What follows belongs to an exercise in optimizing a design on an open flow for small area, a short achievable clock period and few clock cycles; a production flow would make more cautious choices. At most, simulation tests tie the RTL to the original design; equivalence was not proved.

==> v35 <==
Design deparser_top, start of the top module:
module deparser_top
(
	input wire clk,
	input wire aresetn,
	input deparser_pkg::phv_t phv,
	input wire phv_empty,
	output logic phv_rd_en,
	input deparser_pkg::vlan_id_t vlan_id,
	input wire vlan_empty,
	output logic vlan_rd_en,
	input deparser_pkg::head_data_t head_data,
	input deparser_pkg::head_keep_t head_keep,
	input deparser_pkg::head_last_t head_last,
	input wire head_empty,
	output logic head_rd_en,
	input deparser_pkg::seg_data_t body_data,
	input deparser_pkg::seg_keep_t body_keep,
	input wire body_last,
	input wire body_empty,
	output logic body_rd_en,
	output deparser_pkg::seg_data_t out_data,
	output deparser_pkg::seg_keep_t out_keep,
	output logic out_last,
	output logic out_valid,
	input wire out_ready,
	input deparser_pkg::seg_data_t ctrl_data,
	input wire ctrl_valid,
	input wire ctrl_last
);
	logic wr_en;
	deparser_pkg::table_addr_t wr_addr;
	logic [31:0] wr_data, lookup;
	act_table_loader u_loader (.clk(clk), .aresetn(aresetn), .ctrl_data(ctrl_data),
		.ctrl_valid(ctrl_valid), .ctrl_last(ctrl_last), .wr_en(wr_en), .wr_addr(wr_addr),
		.wr_data(wr_data));
	act_table_ram u_ram (.clk(clk), .wr_en(wr_en), .wr_addr(wr_addr), .wr_data(wr_data),
		.rd_addr(vlan_id[8:4]), .rd_data(lookup));
	logic [31:0] e0, e1;
	logic ev0, ev1;
	logic enq_e, deq_e;
	assign vlan_rd_en = !vlan_empty && !ev1;
	assign enq_e = vlan_rd_en;
	always_ff @(posedge clk) begin
		if (!aresetn) begin
			ev0 <= 1'b0;
			ev1 <= 1'b0;
		end else begin
			ev0 <= ev1 || (ev0 && !deq_e) || enq_e;
			ev1 <= ev1 ? !deq_e : (ev0 && !deq_e && enq_e);
		end
	end
	always_ff @(posedge clk) begin
		if (ev1 ? deq_e : (!ev0 || deq_e))
			e0 <= ev1 ? e1 : lookup;
		if (!ev1)
			e1 <= lookup;
	end
	logic j0v, j0d, j1v, j1d;
	logic b_pop, b_done, b_fwd, fwd_pending;
	logic j_enq, j_enq_d;
	assign fwd_pending = (j0v && !j0d) || (j1v && !j1d);
	assign b_pop = j0v && !body_empty && (j0d || out_ready);
	assign b_done = b_pop && body_last;
	assign b_fwd = b_pop && !j0d;
	assign body_rd_en = b_pop;
	always_ff @(posedge clk) begin
		if (!aresetn) begin
			j0v <= 1'b0;
			j1v <= 1'b0;
		end else begin
			if (b_done) begin
				j0v <= j1v || j_enq;
				j0d <= j1v ? j1d : j_enq_d;
  ...
clock: 9.0 ns
lec_check: 0
cap_margin: 40
core_margin: 2
core_utilization: 40
slew_margin: 40
run.sh (not shown) runs the stock make flow with config.mk's settings and CLKGATE_MAP_FILE= SYNTH_SCRIPT=/design/flow/synth_recipe.tcl, a recipe that flattens the netlist after the stock synthesis.
==> v26 (differences from v35) <==
--- a/flow/design.v
+++ b/flow/design.v
@@ -31,29 +31,39 @@
 	output logic wr_en,
 	output deparser_pkg::table_addr_t wr_addr,
 	output logic [31:0] wr_data
 );
 	deparser_pkg::ctrl_state_t state;
 	deparser_pkg::act_entry_t data_rev;
+	logic [31:0] packed_acts;
 	always_comb begin
 		for (int i = 0; i < 8; i++)
 			data_rev[8*i +: 8] = ctrl_data[8*(8-1-i) +: 8];
 	end
 	always_comb begin
+		logic [7:0] act;
+		int n;
+		packed_acts = '0;
+		n = 0;
 		for (int a = 0; a < 4; a++) begin
-			wr_data[8*a+6 +: 2] = (data_rev[16*(3-a)] && data_rev[16*(3-a)+10 +: 3] == 3'b000) ?
+			act[7:6] = (data_rev[16*(3-a)] && data_rev[16*(3-a)+10 +: 3] == 3'b000) ?
 				data_rev[16*(3-a)+1 +: 2] : 2'b00;
-			wr_data[8*a+4 +: 2] = data_rev[16*(3-a)+3 +: 2];
-			wr_data[8*a +: 4] = data_rev[16*(3-a)+6 +: 4];
+			act[5:4] = data_rev[16*(3-a)+3 +: 2];
+			act[3:0] = data_rev[16*(3-a)+6 +: 4];
+			if (act[7:6] != 2'b00) begin
+				packed_acts[8*n +: 8] = act;
+				n = n + 1;
+			end
 		end
 	end
-	assign wr_en = ctrl_valid && state == deparser_pkg::WAIT_DATA;
 	always_ff @(posedge clk) begin
 		if (!aresetn) begin
 			state <= deparser_pkg::WAIT_HDR;
+			wr_en <= 1'b0;
 		end else begin
+			wr_en <= ctrl_valid && state == deparser_pkg::WAIT_DATA;
 			if (ctrl_valid) begin
 				case (state)
 					deparser_pkg::WAIT_HDR: if (!ctrl_last) state <= deparser_pkg::WAIT_ADDR;
 					deparser_pkg::WAIT_ADDR: begin
 						if (ctrl_data[2:0] == 3'b101 && !ctrl_last)
 							state <= deparser_pkg::WAIT_DATA;
@@ -67,12 +77,13 @@
 			end
 		end
 	end
 	always_ff @(posedge clk) begin
 		if (ctrl_valid && state == deparser_pkg::WAIT_ADDR)
 			wr_addr <= ctrl_data[8 +: $clog2(32)];
+		wr_data <= packed_acts;
 	end
 endmodule
 `default_nettype wire
 `timescale 1ns/1ps
 `default_nettype none
 module act_table_ram
@@ -94,53 +105,63 @@
 `default_nettype wire
 `timescale 1ns/1ps
 `default_nettype none
 module field_extract
 (
 	input deparser_pkg::phv_t phv,
-	input wire [7:0] act,
-	output deparser_pkg::field_val_t val
+	input wire [7:0] act,  
+	output deparser_pkg::seg_data_t data,
+	output deparser_pkg::head_keep_t wmask
 );
 	localparam int BASE_4B = 4 * 16;
 	localparam int BASE_6B = BASE_4B + 4 * 32;
 	logic [1:0] kind, idx;
-	deparser_pkg::field_val_t left;
+	logic [3:0] off;
+	logic [47:0] left;
+	deparser_pkg::seg_data_t ordered;
+	logic [5:0] span;
 	assign kind = act[7:6];
 	assign idx = act[5:4];
+	assign off = act[3:0];
 	always_comb begin
 		left = '0;
 		case (kind)
 			2'b01: left[47:32] = phv[16*idx +: 16];
 			2'b10: left[47:16] = phv[BASE_4B + 32*idx +: 32];
 			default: left = phv[BASE_6B + 48*idx +: 48];
 		endcase
+		ordered = '0;
 		for (int j = 0; j < 6; j++)
-			val[8*j +: 8] = left[8*(5-j) +: 8];
+			ordered[8*j +: 8] = left[8*(5-j) +: 8];
+		case (kind)
+			2'b01: span = 6'b000011;
+			2'b10: span = 6'b001111;
+			2'b11: span = 6'b111111;
+			default: span = 6'b000000;
+		endcase
 	end
+	assign data = ({ordered, ordered} << (8*off[2:0])) >> 64;
+	assign wmask = 16'(span) << off;
 endmodule
 `default_nettype wire
 `timescale 1ns/1ps
 `default_nettype none
 module head_buffer
 (
 	input wire seg,
-	input wire [31:0] ent,
-	input deparser_pkg::field_val_t [4-1:0] val,
+	input deparser_pkg::head_data_t ov,
+	input deparser_pkg::head_keep_t ov_mask,
 	input deparser_pkg::head_data_t head_data,
 	output deparser_pkg::seg_data_t seg_data
 );
 	always_comb begin
 		for (int p = 0; p < 8; p++) begin
-			seg_data[8*p +: 8] = seg ? head_data[64 + 8*p +: 8] : head_data[8*p +: 8];
-			for (int a = 0; a < 4; a++) begin
-				for (int j = 0; j < 6; j++) begin
-					if (ent[8*a+6 +: 2] != 2'b00 && j < 2*ent[8*a+6 +: 2] &&
-							{1'b0, seg, 3'(p)} == {1'b0, ent[8*a +: 4]} + 5'(j))
-						seg_data[8*p +: 8] = val[a][8*j +: 8];
-				end
-			end
+			if (seg)
+				seg_data[8*p +: 8] = ov_mask[8+p] ? ov[64 + 8*p +: 8] : head_data[64 + 8*p +: 8];
+			else
+				seg_data[8*p +: 8] = ov_mask[p] ? ov[8*p +: 8] : head_data[8*p +: 8];
 		end
 	end
 endmodule
 `default_nettype wire
 `timescale 1ns/1ps
 `default_nettype none
@@ -176,36 +197,41 @@
 	input wire ctrl_valid,
 	input wire ctrl_last
 );
 	logic wr_en;
 	deparser_pkg::table_addr_t wr_addr;
 	logic [31:0] wr_data, lookup;
+	deparser_pkg::table_addr_t rd_addr;
 	act_table_loader u_loader (.clk(clk), .aresetn(aresetn), .ctrl_data(ctrl_data),
 		.ctrl_valid(ctrl_valid), .ctrl_last(ctrl_last), .wr_en(wr_en), .wr_addr(wr_addr),
 		.wr_data(wr_data));
 	act_table_ram u_ram (.clk(clk), .wr_en(wr_en), .wr_addr(wr_addr), .wr_data(wr_data),
-		.rd_addr(vlan_id[8:4]), .rd_data(lookup));
-	logic [31:0] e0, e1;
+		.rd_addr(rd_addr), .rd_data(lookup));
+	logic [31:0] e0;
+	deparser_pkg::table_addr_t i1;  
 	logic ev0, ev1;
 	logic enq_e, deq_e;
 	assign vlan_rd_en = !vlan_empty && !ev1;
+	assign rd_addr = ev1 ? i1 : vlan_id[8:4];
 	assign enq_e = vlan_rd_en;
 	always_ff @(posedge clk) begin
 		if (!aresetn) begin
 			ev0 <= 1'b0;
 			ev1 <= 1'b0;
 		end else begin
 			ev0 <= ev1 || (ev0 && !deq_e) || enq_e;
 			ev1 <= ev1 ? !deq_e : (ev0 && !deq_e && enq_e);
 		end
 	end
 	always_ff @(posedge clk) begin
 		if (ev1 ? deq_e : (!ev0 || deq_e))
-			e0 <= ev1 ? e1 : lookup;
+			e0 <= lookup;
+		else if (pe_step)
+			e0 <= {8'h00, e0[31:8]};
 		if (!ev1)
-			e1 <= lookup;
+			i1 <= vlan_id[8:4];
 	end
 	logic j0v, j0d, j1v, j1d;
 	logic b_pop, b_done, b_fwd, fwd_pending;
 	logic j_enq, j_enq_d;
 	assign fwd_pending = (j0v && !j0d) || (j1v && !j1d);
 	assign b_pop = j0v && !body_empty && (j0d || out_ready);
@@ -230,40 +256,89 @@
 					j0v <= 1'b1;
 					j0d <= j_enq_d;
 				end
 			end
 		end
 	end
-	logic seg_q;
-	logic hv, disc, hasbody, last_seg, slot_ok, h_out, h_drop, consume;
-	deparser_pkg::field_val_t [4-1:0] val;
+	deparser_pkg::head_data_t ov0, ov1;
+	deparser_pkg::seg_data_t pdata;
+	deparser_pkg::head_keep_t om0, om1, pcover;
+	logic full0, full1, drop0, drop1, wp, rp, pe_act;
+	logic pe_go, pe_step, pe_done, pe_ok;
+	field_extract u_fx (.phv(phv), .act(e0[7:0]), .data(pdata), .wmask(pcover));
+	assign pe_ok = ev0 && !(wp ? full1 : full0);
+	assign pe_go = pe_ok && !phv_empty;
+	assign pe_step = pe_go && !phv[384];
+	assign pe_done = pe_go && (phv[384] || e0[15:14] == 2'b00);
+	assign phv_rd_en = pe_done;
+	assign deq_e = pe_done;
+	logic a_full, a_drop, seg_q;
+	logic hasbody, last_seg, h_out, h_drop, consume;
 	deparser_pkg::seg_data_t patched;
-	assign hv = ev0 && !phv_empty && !head_empty;
-	assign disc = phv[384];
+	assign a_full = rp ? full1 : full0;
+	assign a_drop = rp ? drop1 : drop0;
 	assign hasbody = head_last == 2'b00;
 	assign last_seg = seg_q || head_last[0];
-	assign slot_ok = !hasbody || !j1v;
-	assign h_out = hv && !disc && !fwd_pending && out_ready && (!last_seg || slot_ok);
-	assign h_drop = hv && disc && slot_ok;
-	assign consume = h_drop || (h_out && last_seg);
-	assign deq_e = consume;
+	logic k_drop, k_send;
+	assign k_drop = a_full && a_drop && !j1v;
+	assign k_send = a_full && !a_drop && !j1v && !fwd_pending;
+	assign h_out = !head_empty && out_ready && k_send;
+	assign h_drop = !head_empty && k_drop;
+	assign consume = !head_empty && (k_drop || (out_ready && k_send && last_seg));
 	assign j_enq = consume && hasbody;
-	assign j_enq_d = disc;
-	assign phv_rd_en = consume;
+	assign j_enq_d = a_drop;
 	assign head_rd_en = consume;
 	always_ff @(posedge clk) begin
-		if (!aresetn)
+		if (!aresetn) begin
+			pe_act <= 1'b0;
+			full0 <= 1'b0;
+			full1 <= 1'b0;
+			wp <= 1'b0;
+			rp <= 1'b0;
 			seg_q <= 1'b0;
-		else if (h_out)
-			seg_q <= !last_seg;
+		end else begin
+			if (pe_go)
+				pe_act <= !pe_done;
+			if (pe_done)
+				wp <= !wp;
+			if (consume)
+				rp <= !rp;
+			if (pe_done && !wp)
+				full0 <= 1'b1;
+			else if (consume && !rp)
+				full0 <= 1'b0;
+			if (pe_done && wp)
+				full1 <= 1'b1;
+			else if (consume && rp)
+				full1 <= 1'b0;
+			if (h_out)
+				seg_q <= !last_seg;
+		end
 	end
-	for (genvar a = 0; a < 4; a++) begin : g_fx
-		field_extract u_fx (.phv(phv), .act(e0[8*a +: 8]), .val(val[a]));
+	always_ff @(posedge clk) begin
+		if (pe_done && !wp)
+			drop0 <= phv[384];
+		if (pe_done && wp)
+			drop1 <= phv[384];
+		if (pe_step && !wp) begin
+			for (int k = 0; k < 16; k++) begin
+				if (pcover[k])
+					ov0[8*k +: 8] <= pdata[8*(k%8) +: 8];
+				om0[k] <= pcover[k] || (pe_act && om0[k]);
+			end
+		end
+		if (pe_step && wp) begin
+			for (int k = 0; k < 16; k++) begin
+				if (pcover[k])
+					ov1[8*k +: 8] <= pdata[8*(k%8) +: 8];
+				om1[k] <= pcover[k] || (pe_act && om1[k]);
+			end
+		end
 	end
-	head_buffer u_head (.seg(seg_q), .ent(e0), .val(val), .head_data(head_data),
-		.seg_data(patched));
+	head_buffer u_head (.seg(seg_q), .ov(rp ? ov1 : ov0), .ov_mask(rp ? om1 : om0),
+		.head_data(head_data), .seg_data(patched));
 	logic b_sel;
 	assign b_sel = j0v && !j0d;
 	always_ff @(posedge clk) begin
 		out_data <= b_sel ? body_data : patched;
 		out_keep <= b_sel ? body_keep : (seg_q ? head_keep[15:8] : head_keep[7:0]);
 		out_last <= b_sel ? body_last : (seg_q ? head_last[1] : head_last[0]);
- CAP_MARGIN: 40 -> 20
- SETUP_SLACK_MARGIN: unset -> 5.0
- SLEW_MARGIN: 40 -> 20
- SYNTH_HIERARCHICAL: unset -> 1
- SYNTH_MINIMUM_KEEP_SIZE: unset -> 1000000
- TNS_END_PERCENT: unset -> 100
==> metrics.md <==
| Metric | Value |
|---|---|
| Outcome | `finished clean` |
| All-Layer GR Usage | `0.4806` |
| Non-clk buf share | `0.1027` |
| Largest regs | `u_ram.mem (1024), out_data (64)` |
| Gpl congestion | `roughly 1.1` |
| Ant diodes | `a little over 100` |
| Worst Path Required | `9.62 ns` |
| Mapped Area | `roughly 92000 um^2` |
| Non-clk bufs | `roughly 1.2k` |
# the run above: v35

==> metrics.md <==
| Metric | Value |
|---|---|
| Gpl congestion | `~0.95` |
| Outcome | `finished clean` |
| All-Layer GR Usage | `0.2858` |
| Mapped Area | `63850 um^2` |
| Worst Path Required | `slightly above 7 ns` |
| Ant diodes | `approximately 60` |
# the run above: v26

Testbench counts of v35, summed over its fixed seeds: cycles 7,594.
The RTL of v26 was laid out without a check of its function.

-- separate check: timing with driven ports --
The flow's constraints put no driver on any port. The routed layouts listed below were extracted and timed again, unchanged, in two steps.
Step 1 assumes that a clkbuf_16 drives the clock port and a buf_2 every other input.
Step 2 adds t to the input delays and takes it off the output delays; t is the mean of the earliest and latest rising clock arrival at the registers after step 1. Input paths then give back, and output paths get back, about the clock's delay inside the block.
Slacks: ideal ports / drivers / drivers and shift; pairs: ideal ports / drivers.
run	t, ns	slack for setup (ns)	hold WS [ns]	slew at the worst register clock pin (ns)
v35	0.852	1.778 / 1.778 / 1.778	0.472 / 0.472 / 0.472	0.09 / 0.09
v26	0.859	4.510 / 4.392 / 4.108	0.492 / 0.492 / 0.492	0.07 / 0.07
After both steps setup and hold are still met in every run listed. For v26, which loses most, drivers alone change the setup slack by -0.118 ns; drivers and shift together by -0.402 ns.
